This is an optimization exercise on Yosys and OpenROAD, whose aim is small area, a short achievable clock period and few clock cycles per item, not a production implementation. For this run, only the layout was checked, not whether the RTL still works. No activity file was given, so power comes from the tool's default toggle rates.

File: design/flow/config.mk
export PLATFORM = sky130hd
export DESIGN_NAME = dns_proxy_query_classifier_table
export DESIGN_NICKNAME = dns_proxy_query_classifier_table
export VERILOG_FILES = /design/flow/design.v
export SDC_FILE = /design/flow/constraint.sdc
export NUM_CORES = 4
export LEC_CHECK = 0
export CAP_MARGIN = 20
export CORE_MARGIN = 2
export CORE_UTILIZATION = 40
export PLACE_DENSITY = 0.6
export SETUP_SLACK_MARGIN = 3.4
export SLEW_MARGIN = 20
File: design/flow/constraint.sdc
create_clock -name core_clock -period 6.0 [get_ports {i_clk}]
set_input_delay 1.2000 -clock core_clock [delete_from_list [all_inputs] [get_ports {i_clk}]]
set_output_delay 1.2000 -clock core_clock [all_outputs]
set_load 0.01 [all_outputs]
File: design/flow/design.v
package dpqc_pkg;
    localparam int DPQC_TABLE_DEPTH = 32;
    typedef enum logic [2:0] {
        ACT_FORMERR = 3'd0,
        ACT_NOTIMP  = 3'd1,
        ACT_REFUSED = 3'd2,
        ACT_FORWARD = 3'd3,
        ACT_DELIVER = 3'd4,
        ACT_DROP    = 3'd5
    } t_action;
    localparam logic [2:0] RC_NONE    = 3'd0;
    localparam logic [2:0] RC_FORMERR = 3'd1;
    localparam logic [2:0] RC_NOTIMP  = 3'd4;
    localparam logic [2:0] RC_REFUSED = 3'd5;
    localparam logic REQ_QUERY  = 1'b0;
    localparam logic REQ_ANSWER = 1'b1;
    typedef struct packed {
        logic        req_type;
        logic [15:0] txn_id;
        logic        flag_qr;
        logic        flag_z;
        logic        flag_cd;
        logic [15:0] question_count;
        logic [15:0] answer_count;
        logic [15:0] query_type;
        logic [15:0] query_class;
        logic        name_blocked;
        logic [15:0] client_port;
        logic [31:0] client_addr;
    } t_req;
    typedef struct packed {
        t_action     action;
        logic [2:0]  rcode;
        logic [15:0] dest_port;
        logic [31:0] dest_addr;
    } t_rsp;
    typedef struct packed {
        logic [15:0] id;
        logic [15:0] port;
        logic [31:0] addr;
    } t_slot;
    typedef struct packed {
        t_rsp rsp;
        logic forward;
    } t_cls;
endpackage
module dpqc_classify (
    input  dpqc_pkg::t_req i_req,
    output logic [2:0]     o_act
);
    logic w_formerr;
    logic w_notimp;
    assign w_formerr = i_req.flag_qr || i_req.flag_z || i_req.flag_cd
                    || (i_req.question_count == 16'd0)
                    || (i_req.answer_count != 16'd0)
                    || (i_req.query_type == 16'd0)
                    || (i_req.query_class == 16'd0);
    assign w_notimp  = (i_req.query_type != 16'd1) || (i_req.query_class != 16'd1);
    always_comb begin
        if (i_req.req_type == dpqc_pkg::REQ_ANSWER) begin
            o_act = dpqc_pkg::ACT_DELIVER;
        end else if (w_formerr) begin
            o_act = dpqc_pkg::ACT_FORMERR;
        end else if (w_notimp) begin
            o_act = dpqc_pkg::ACT_NOTIMP;
        end else if (i_req.name_blocked) begin
            o_act = dpqc_pkg::ACT_REFUSED;
        end else begin
            o_act = dpqc_pkg::ACT_FORWARD;
        end
    end
endmodule
module dpqc_slot_mem #(
    parameter int TABLE_DEPTH = dpqc_pkg::DPQC_TABLE_DEPTH,
    parameter int IDX_W       = $clog2(TABLE_DEPTH)
) (
    input  logic                   i_clk,
    input  logic                   i_wr_en,
    input  logic [TABLE_DEPTH-1:0] i_wr_row,
    input  logic [TABLE_DEPTH-1:0] i_keep_row,
    input  logic [IDX_W-1:0]       i_wr_addr,
    input  dpqc_pkg::t_slot        i_wr_data,
    input  logic                   i_full,
    input  logic [15:0]            i_q_id,
    output logic [TABLE_DEPTH-1:0] o_match,
    output logic                   o_unw_hit,
    output logic [TABLE_DEPTH/4-1:0] o_grp,
    input  logic [TABLE_DEPTH-1:0] i_rd_match,
    input  logic [TABLE_DEPTH/4-1:0] i_rd_grp,
    output logic [47:0]            o_rd_pa
);
    logic [15:0] r_id   [TABLE_DEPTH];
    logic [47:0] r_pa   [TABLE_DEPTH];
    logic [TABLE_DEPTH-1:0] w_written;
    logic [TABLE_DEPTH-1:0] w_wr_slot;
    logic [TABLE_DEPTH-1:0] w_sel;
    logic        w_wr_hit;
    assign w_wr_hit = (i_wr_data.id == i_q_id);
    for (genvar i = 0; i < TABLE_DEPTH; i++) begin : g_slot
        assign w_wr_slot[i] = i_wr_row[i];
        always_ff @(posedge i_clk) begin
            r_id[i] <= (i_wr_data.id & {16{i_wr_row[i]}}) | (r_id[i] & {16{i_keep_row[i]}});
            r_pa[i] <= ({i_wr_data.port, i_wr_data.addr} & {48{i_wr_row[i]}})
                     | (r_pa[i] & {48{i_keep_row[i]}});
        end
        assign w_written[i] = i_full || (i_wr_addr > IDX_W'(i));
        assign o_match[i]   = w_wr_slot[i] ? w_wr_hit
                                           : (w_written[i] && (r_id[i] == i_q_id));
    end
    assign o_unw_hit = !i_full && !(i_wr_en && (i_wr_addr == IDX_W'(TABLE_DEPTH - 1)))
                    && (i_q_id == 16'd0);
    for (genvar k = 0; k < TABLE_DEPTH / 4; k++) begin : g_grp
        assign o_grp[k] = |o_match[4*k +: 4];
    end
    always_comb begin
        logic w_grp_found;
        logic w_found;
        w_grp_found = 1'b0;
        for (int k = 0; k < TABLE_DEPTH / 4; k++) begin
            w_found = 1'b0;
            for (int j = 0; j < 4; j++) begin
                w_sel[4*k+j] = i_rd_match[4*k+j] && !w_found && !w_grp_found;
                w_found      = w_found || i_rd_match[4*k+j];
            end
            w_grp_found = w_grp_found || i_rd_grp[k];
        end
    end
    always_comb begin
        o_rd_pa = '0;
        for (int i = 0; i < TABLE_DEPTH; i++) begin
            o_rd_pa = o_rd_pa | (r_pa[i] & {48{w_sel[i]}});
        end
    end
endmodule
module dns_proxy_query_classifier_table #(
    parameter int TABLE_DEPTH = dpqc_pkg::DPQC_TABLE_DEPTH
) (
    input  logic        i_clk,
    input  logic        i_rst_n,
    input  logic        i_req_valid,
    output logic        o_req_ready,
    input  logic        i_req_type,
    input  logic [15:0] i_req_txn_id,
    input  logic        i_req_flag_qr,
    input  logic        i_req_flag_z,
    input  logic        i_req_flag_cd,
    input  logic [15:0] i_req_question_count,
    input  logic [15:0] i_req_answer_count,
    input  logic [15:0] i_req_query_type,
    input  logic [15:0] i_req_query_class,
    input  logic        i_req_name_blocked,
    input  logic [15:0] i_req_client_port,
    input  logic [31:0] i_req_client_addr,
    output logic        o_rsp_valid,
    input  logic        i_rsp_ready,
    output logic [2:0]  o_rsp_action,
    output logic [2:0]  o_rsp_rcode,
    output logic [15:0] o_rsp_dest_port,
    output logic [31:0] o_rsp_dest_addr
);
    dpqc_pkg::t_req w_req;
    assign w_req.req_type       = i_req_type;
    assign w_req.txn_id         = i_req_txn_id;
    assign w_req.flag_qr        = i_req_flag_qr;
    assign w_req.flag_z         = i_req_flag_z;
    assign w_req.flag_cd        = i_req_flag_cd;
    assign w_req.question_count = i_req_question_count;
    assign w_req.answer_count   = i_req_answer_count;
    assign w_req.query_type     = i_req_query_type;
    assign w_req.query_class    = i_req_query_class;
    assign w_req.name_blocked   = i_req_name_blocked;
    assign w_req.client_port    = i_req_client_port;
    assign w_req.client_addr    = i_req_client_addr;
    localparam int IDX_W = $clog2(TABLE_DEPTH);
    logic               r2_v, r2_wr, r_out_v, r_skid_v;
    logic [IDX_W-1:0]   r_wr_slot;
    logic               r_full;
    logic [2:0]             r2_act;
    logic                   r2_own;
    logic [TABLE_DEPTH-1:0] r2_match;
    logic [TABLE_DEPTH-1:0] r2_match_hold;
    logic [TABLE_DEPTH-1:0] w_nxt_match;
    logic [TABLE_DEPTH/4-1:0] r2_grp;
    logic [TABLE_DEPTH/4-1:0] r2_grp_hold;
    logic [TABLE_DEPTH/4-1:0] w_grp;
    logic [TABLE_DEPTH/4-1:0] w_nxt_grp;
    logic                   r_ready;
    logic [TABLE_DEPTH-1:0] r_wr_row;
    logic [TABLE_DEPTH-1:0] r_keep_row;
    logic [TABLE_DEPTH-1:0] w_wr_row;
    logic [IDX_W-1:0]       w_nxt_slot;
    logic                   r2_unw_hit;
    logic [15:0]            r2_id;
    logic [47:0]            r2_pa;
    logic [2:0]             r_skid_act;
    logic [47:0]            r_skid_pa;
    logic [2:0]             r_head_act;
    logic [47:0]            r_head_pa;
    logic [2:0]             r_head_rcode;
    logic [2:0]             r_out_act;
    logic [2:0]             r_out_rcode;
    logic [47:0]            r_out_pa;
    logic [2:0]             w_act;
    logic                   w_adv;
    logic                   w_accept;
    logic                   w_out_free;
    dpqc_pkg::t_slot        w_wr_data;
    logic [TABLE_DEPTH-1:0] w_match;
    logic                   w_unw_hit;
    logic                   w_hit;
    logic [47:0]            w_rd_pa;
    logic [2:0]             w_res_act;
    logic [47:0]            w_res_pa;
    logic [2:0]             w_nxt_act;
    logic [47:0]            w_nxt_pa;
    logic [2:0]             w_nxt_rcode;
    dpqc_classify u_classify (
        .i_req (w_req),
        .o_act (w_act)
    );
    assign w_adv       = !r_skid_v;
    assign o_req_ready = r_ready;
    assign w_accept    = i_req_valid && w_adv;
    assign w_out_free  = !r_out_v || i_rsp_ready;
    assign w_wr_data.id   = r2_id;
    assign w_wr_data.port = r2_pa[47:32];
    assign w_wr_data.addr = r2_pa[31:0];
    dpqc_slot_mem #(
        .TABLE_DEPTH (TABLE_DEPTH),
        .IDX_W       (IDX_W)
    ) u_slot_mem (
        .i_clk      (i_clk),
        .i_wr_en    (r2_wr),
        .i_wr_row   (r_wr_row),
        .i_keep_row (r_keep_row),
        .i_wr_addr  (r_wr_slot),
        .i_wr_data  (w_wr_data),
        .i_full     (r_full),
        .i_q_id     (w_req.txn_id),
        .o_match    (w_match),
        .o_unw_hit  (w_unw_hit),
        .o_grp      (w_grp),
        .i_rd_match (r2_match),
        .i_rd_grp   (r2_grp),
        .o_rd_pa    (w_rd_pa)
    );
    assign w_nxt_match = w_act[2] ? w_match : '0;
    assign w_nxt_grp   = w_act[2] ? w_grp   : '0;
    assign w_nxt_slot = r_wr_slot + IDX_W'(r2_wr);
    for (genvar i = 0; i < TABLE_DEPTH; i++) begin : g_row
        assign w_wr_row[i] = w_accept && (w_act == dpqc_pkg::ACT_FORWARD)
                          && (w_nxt_slot == IDX_W'(i));
    end
    assign w_hit     = r2_unw_hit || (|r2_grp);
    assign w_res_act = r2_act[2] ? (w_hit ? dpqc_pkg::ACT_DELIVER : dpqc_pkg::ACT_DROP)
                                 : r2_act;
    assign w_res_pa  = (r2_pa & {48{r2_own}}) | w_rd_pa;
    assign w_nxt_act = r_skid_v ? r_skid_act : w_res_act;
    assign w_nxt_pa  = r_skid_v ? r_skid_pa  : w_res_pa;
    function automatic logic [2:0] f_rcode(input logic [2:0] act);
        case (act)
            dpqc_pkg::ACT_FORMERR: f_rcode = dpqc_pkg::RC_FORMERR;
            dpqc_pkg::ACT_NOTIMP:  f_rcode = dpqc_pkg::RC_NOTIMP;
            dpqc_pkg::ACT_REFUSED: f_rcode = dpqc_pkg::RC_REFUSED;
            default:               f_rcode = dpqc_pkg::RC_NONE;
        endcase
    endfunction
    assign w_nxt_rcode  = f_rcode(w_nxt_act);
    assign r_head_rcode = f_rcode(r_head_act);
    always_ff @(posedge i_clk) begin
        if (!i_rst_n) begin
            r2_v      <= 1'b0;
            r2_wr     <= 1'b0;
            r_wr_row  <= '0;
            r_keep_row <= '1;
            r_out_v   <= 1'b0;
            r_skid_v  <= 1'b0;
            r_ready   <= 1'b1;
            r_wr_slot <= '0;
            r_full    <= 1'b0;
        end else begin
            if (w_adv) begin
                r2_v <= i_req_valid;
            end
            r2_wr <= w_accept && (w_act == dpqc_pkg::ACT_FORWARD);
            r_wr_row   <= w_wr_row;
            r_keep_row <= ~w_wr_row;
            if (r2_wr) begin
                r_wr_slot <= r_wr_slot + IDX_W'(1);
                if (r_wr_slot == IDX_W'(TABLE_DEPTH - 1)) begin
                    r_full <= 1'b1;
                end
            end
            if (w_out_free) begin
                r_out_v <= r_skid_v || r2_v;
            end
            r_skid_v <= r_skid_v ? !w_out_free : (r2_v && !w_out_free);
            r_ready  <= r_skid_v ? w_out_free : !(r2_v && !w_out_free);
        end
    end
    always_ff @(posedge i_clk) begin
        if (w_adv) begin
            r2_act     <= w_act;
            r2_own     <= !w_act[2] && (w_act != dpqc_pkg::ACT_FORWARD);
            if (i_req_valid) begin
                r2_match_hold <= w_nxt_match;
                r2_grp_hold   <= w_nxt_grp;
            end
            r2_unw_hit <= w_unw_hit;
            r2_id      <= w_req.txn_id;
            r2_pa      <= {w_req.client_port, w_req.client_addr};
            r_skid_act <= w_res_act;
            r_skid_pa  <= w_res_pa;
        end
        if (w_out_free && (r_skid_v || r2_v)) begin
            r_head_act <= w_nxt_act;
            r_head_pa  <= w_nxt_pa;
        end
    end
    always_ff @(posedge i_clk) begin
        r2_match    <= w_adv ? w_nxt_match : r2_match_hold;
        r2_grp      <= w_adv ? w_nxt_grp   : r2_grp_hold;
        r_out_act   <= w_out_free ? w_nxt_act   : r_head_act;
        r_out_rcode <= w_out_free ? w_nxt_rcode : r_head_rcode;
        r_out_pa    <= w_out_free ? w_nxt_pa    : r_head_pa;
    end
    assign o_rsp_valid     = r_out_v;
    assign o_rsp_action    = r_out_act;
    assign o_rsp_rcode     = r_out_rcode;
    assign o_rsp_dest_port = r_out_pa[47:32];
    assign o_rsp_dest_addr = r_out_pa[31:0];
endmodule
File: design/flow/run.sh
#!/bin/bash
# synth_recipe.tcl (not shown) runs the flow's synth.tcl, then flattens the netlist and writes it again
# the make line also repeats each setting of config.mk as NAME=value (left out here)
make -C /OpenROAD-flow-scripts/flow DESIGN_CONFIG=/design/flow/config.mk WORK_HOME=/design/flow/orfs CLKGATE_MAP_FILE= SYNTH_SCRIPT=/design/flow/synth_recipe.tcl finish
==> run notes <==
-- per-layer routing --
metal / GRT usage / vias up / wire, µm
met4: 0.1960 / 6 / 27820
met1: 0.4286 / 38210 / 150600
met3: 0.07763 / 1167 / 45590
met5: 0 / - / 41
li1: - / 30870 / -
met2: 0.4663 / 5728 / 164500
-- power by group --
group	total [mW]	leakage [nW]	internal, mW	switching, mW
Sequential	16.4	20.0	16.4	0.0562
Clock	15.1	3.80	8.45	6.60
Combinational	1.43	18.0	0.474	0.951
-- critical path, stage by stage, from the launching register on --
cell	delay (ps)
dfxtp_4	410
or4_4	610
buf_12	190
nor2_4	90
buf_6	130
nand2_8	50
o211ai_1	860
nor4_4	110
a32oi_2	400
mux2_4	220
-- final timing paths --
kind                           to  cells past startpoint                    from
min           r_out_pa[4]$_DFF_P_                      2  r_head_pa[4]$_DFFE_PP_
max          r_out_pa[43]$_DFF_P_                      9       r2_grp[2]$_DFF_P_
min reg2reg   r_out_pa[4]$_DFF_P_                      2  r_head_pa[4]$_DFFE_PP_
max reg2reg  r_out_pa[43]$_DFF_P_                      9       r2_grp[2]$_DFF_P_
-- placed cells by master (no fill, tap or decap), types with 26 or more instances in the layout --
master	Yosys	routed
a21oi_1	76	72
a221o_1	39	39
a221oi_1	133	47
a221oi_2	0	60
a221oi_4	0	26
a222oi_1	35	35
a22o_1	2137	2132
a22oi_1	353	303
a22oi_2	0	50
buf_12	0	78
buf_2	79	57
buf_4	10	314
buf_6	12	102
clkbuf_1	736	54
clkbuf_16	0	245
clkbuf_8	0	49
clkdlybuf4s50_1	0	103
clkinv_2	0	45
dfxtp_1	2267	2153
dfxtp_2	0	31
dfxtp_4	0	83
edfxtp_1	160	160
inv_1	29	28
mux2_2	77	49
mux2_4	0	28
nand2_1	273	248
nand3_1	99	68
nand4_1	121	121
nor2_1	115	98
nor3_1	42	29
nor4_1	101	67
o21ai_0	99	83
xnor2_1	301	300
xor2_1	231	231
-- metrics by stage --
stage	utilization	setup WS [ps]	instance area (µm²)	hold WS [ps]	cells
after floorplan	-	2933	91240	415.5	8079
after global placement	0.4201	1824	94560	434.7	10490
after detailed placement	0.4201	1727	94570	437.8	10490
after CTS	0.4793	2988	107900	452.6	11150
after global routing	0.4868	2934	109600	482.3	11240
final	0.4868	2855	109600	453.2	11240
-- what timing repair did --
item,in CTS,in global routing
buffers inserted,192,81
resized for setup,945,192
endpoints found under the setup margin,344,249
gates cloned,36,4
hold endpoints to repair,0,0
pin swaps,198,150
-- area by class of cell --
cell class	count	area, µm²
Sequential cell	2427	50540
Multi-Input combinational cell	4634	39610
Timing Repair Buffer	721	7830
Antenna cell	4	10.01
Clock buffer	344	6908
Fill cell	19740	115500
Inverter	30	123.9
Tap cell	2992	3744
Clock inverter	85	812.0
-- state kept, by name, indices dropped and copies added (netlist names), 2 cells and up --
name and cells:
r2_id 16, r_wr_slot 5, r2_grp_hold 8, r_skid_pa 48, u_slot_mem.r_id 512, r2_match_hold 32
r_skid_act 3, r2_act 3, r_head_pa 48, r_out_act 3, r2_pa 48, r_keep_row 32
r_wr_row 32, r2_grp 8, r2_match 32, u_slot_mem.r_pa 1536, r_out_pa 48, r_head_act 3
r_out_rcode 2
-- cell families (layout without fill, tap and decap cells) --
| kind of cell | Yosys count | after routing | synth area share |
|---|---|---|---|
| AOI/OAI and AO/OA | 3062 | 3062 | 0.2837 |
| xor gates and xnor gates | 532 | 532 | 0.05139 |
| adders and majority gates | 8 | 8 | 0.001104 |
| buffers and inverters | 1024 | 1180 | 0.04510 |
| DFF | 2427 | 2427 | 0.5535 |
| muxes | 80 | 80 | 0.009894 |
| other | 1 | 5 | 0.00004136 |
| and+or+nand+nor | 945 | 951 | 0.05523 |
==> run_results.csv <==
group,metric,value,unit
run_status,outcome,"finished clean",
clock_network,cts-root-buf,"clkbuf_16",
sta,setup_violations,0,
die,core_region_area,225100,µm²
sta,fmax,318.0,MHz
logic_synthesis,synth-edff-count,160,
routing,ant_nets,0,
logic_synthesis,synth_seq_area_share,0.5535,
routing,dr.pass1.iters,8,
logic_synthesis,ys_seq_elements,2427,
clock_network,clkSinkCount,2427,
global_route,antenna_found_initial,11,
sta,slew_headroom,0.1432,
die,rows,174,
clock_network,cts_buffers,229,
job,maxCapViolations,0,
logic_synthesis,ys_warn_count,5,
sta,skew,36.61,ps
layout,drive_above_1_share,0.1922,
routing,detail_route.wl_per_cell,34.57,µm
die,dieArea,230500,µm²
sta,maxSlewViolCount,0,
logic_synthesis,netlist_instances,8079,
routing,wl,388500,µm
worst_hold_path,min_path_type,"flip-flop to flip-flop",
die,dieHeight,480.1,µm
power_and_ir_drop,p_total,32.89,mW
clock_network,postCtsHoldBufs,0,
die,start_util,0.4028,
sta,tightestPinTransition,1285,ps
logic_synthesis,synthesis.nets,8224,
global_route,grt_remaining_overflow,0,
logic_synthesis,ys_top_cells_by_area,"dfxtp_1, a22o_1, edfxtp_1, clkbuf_1, a22oi_1",
logic_synthesis,ys_top_cells_by_count,"dfxtp_1, a22o_1, clkbuf_1",
worst_setup_path,ff2ff_setup_slack,2850,ps
layout,final_nets,8188,
sta,fin_crit,3145,ps
global_route,globalRouteTotalUtil,0.3208,
clock_network,clkTransAtPathRegs,70,ps
sta,tns,0,ps
global_route,grt_pass1_vias,71950,
worst_setup_path,worst-path-max-fanout,5,
clock_network,cts_tree,"done",
worst_setup_path,end_kind,"flip-flop",
clock_network,clockBufferDepth,3,
global_route,grt_max_degree,74,
layout,area_growth,20.85,%
global_route,grt_pass1_wl,543300,µm
place,gp_congestion,0.8890,
clock_network,clock_latency,890,ps
clock_network,htree_levels,4,
worst_setup_path,path_class,"flip-flop to flip-flop",
routing,vias_per_cell,6.761,
logic_synthesis,synth.top_cell.area_share,0.5005,
logic_synthesis,synth_cell_types,84,
place,port_buffers,191,
place,hpwl,209000,µm
logic_synthesis,synth_top_area_cell,"dfxtp_1",
logic_synthesis,syn_area_per_cell,11.22,µm²
logic_synthesis,synth_area,90670,µm²
die,boundaryPins,193,
logic_synthesis,synthFlopType,"dfxtp_1",
sta,rsz0062_at_grt,"true",
worst_setup_path,crit_arrival,3960,ps
routing,drt_first_iter_violations,11730,
die,die_x,480.1,µm
sta,finalHoldViolCount,0,
logic_synthesis,synthArstFlopShare,0,
logic_synthesis,yosysMostFrequentCell,"dfxtp_1",
routing,vias,75980,
routing,drc,0,
power_and_ir_drop,power.density,300.1,nW/µm²
power_and_ir_drop,peakVddDrop,0.2614,mV
sta,fin_crit_sh,0.5242,
worst_setup_path,cp.required,6820,ps
worst_setup_path,critical_path.startpoint_type,"flip-flop",
power_and_ir_drop,leakagePower,41.75,nW

## static timing again, ports no longer ideal
In the flow no input, the clock included, has a driving cell. The finished layout below was timed again as built, in two steps. Step 1: set_driving_cell puts a clkbuf_16 on i_clk and a buf_2 on each other input, an assumption about the parent block. Step 2 also shifts input and output timing later by t, the mid clock arrival at the registers, as if the neighbouring blocks saw the same clock. Slacks: no drivers / after step 1 / after step 2; pairs: no drivers / after step 1.
shift t [ns]: 0.960
setup WS [ns]: 2.855 / 2.855 / 2.501
worst setup path after step 2: input to register
pins driven straight from the clock port: 1
After both steps this run still meets setup and hold. The setup slack of this run moves by 0.000 ns with the drivers and by -0.354 ns with both steps.
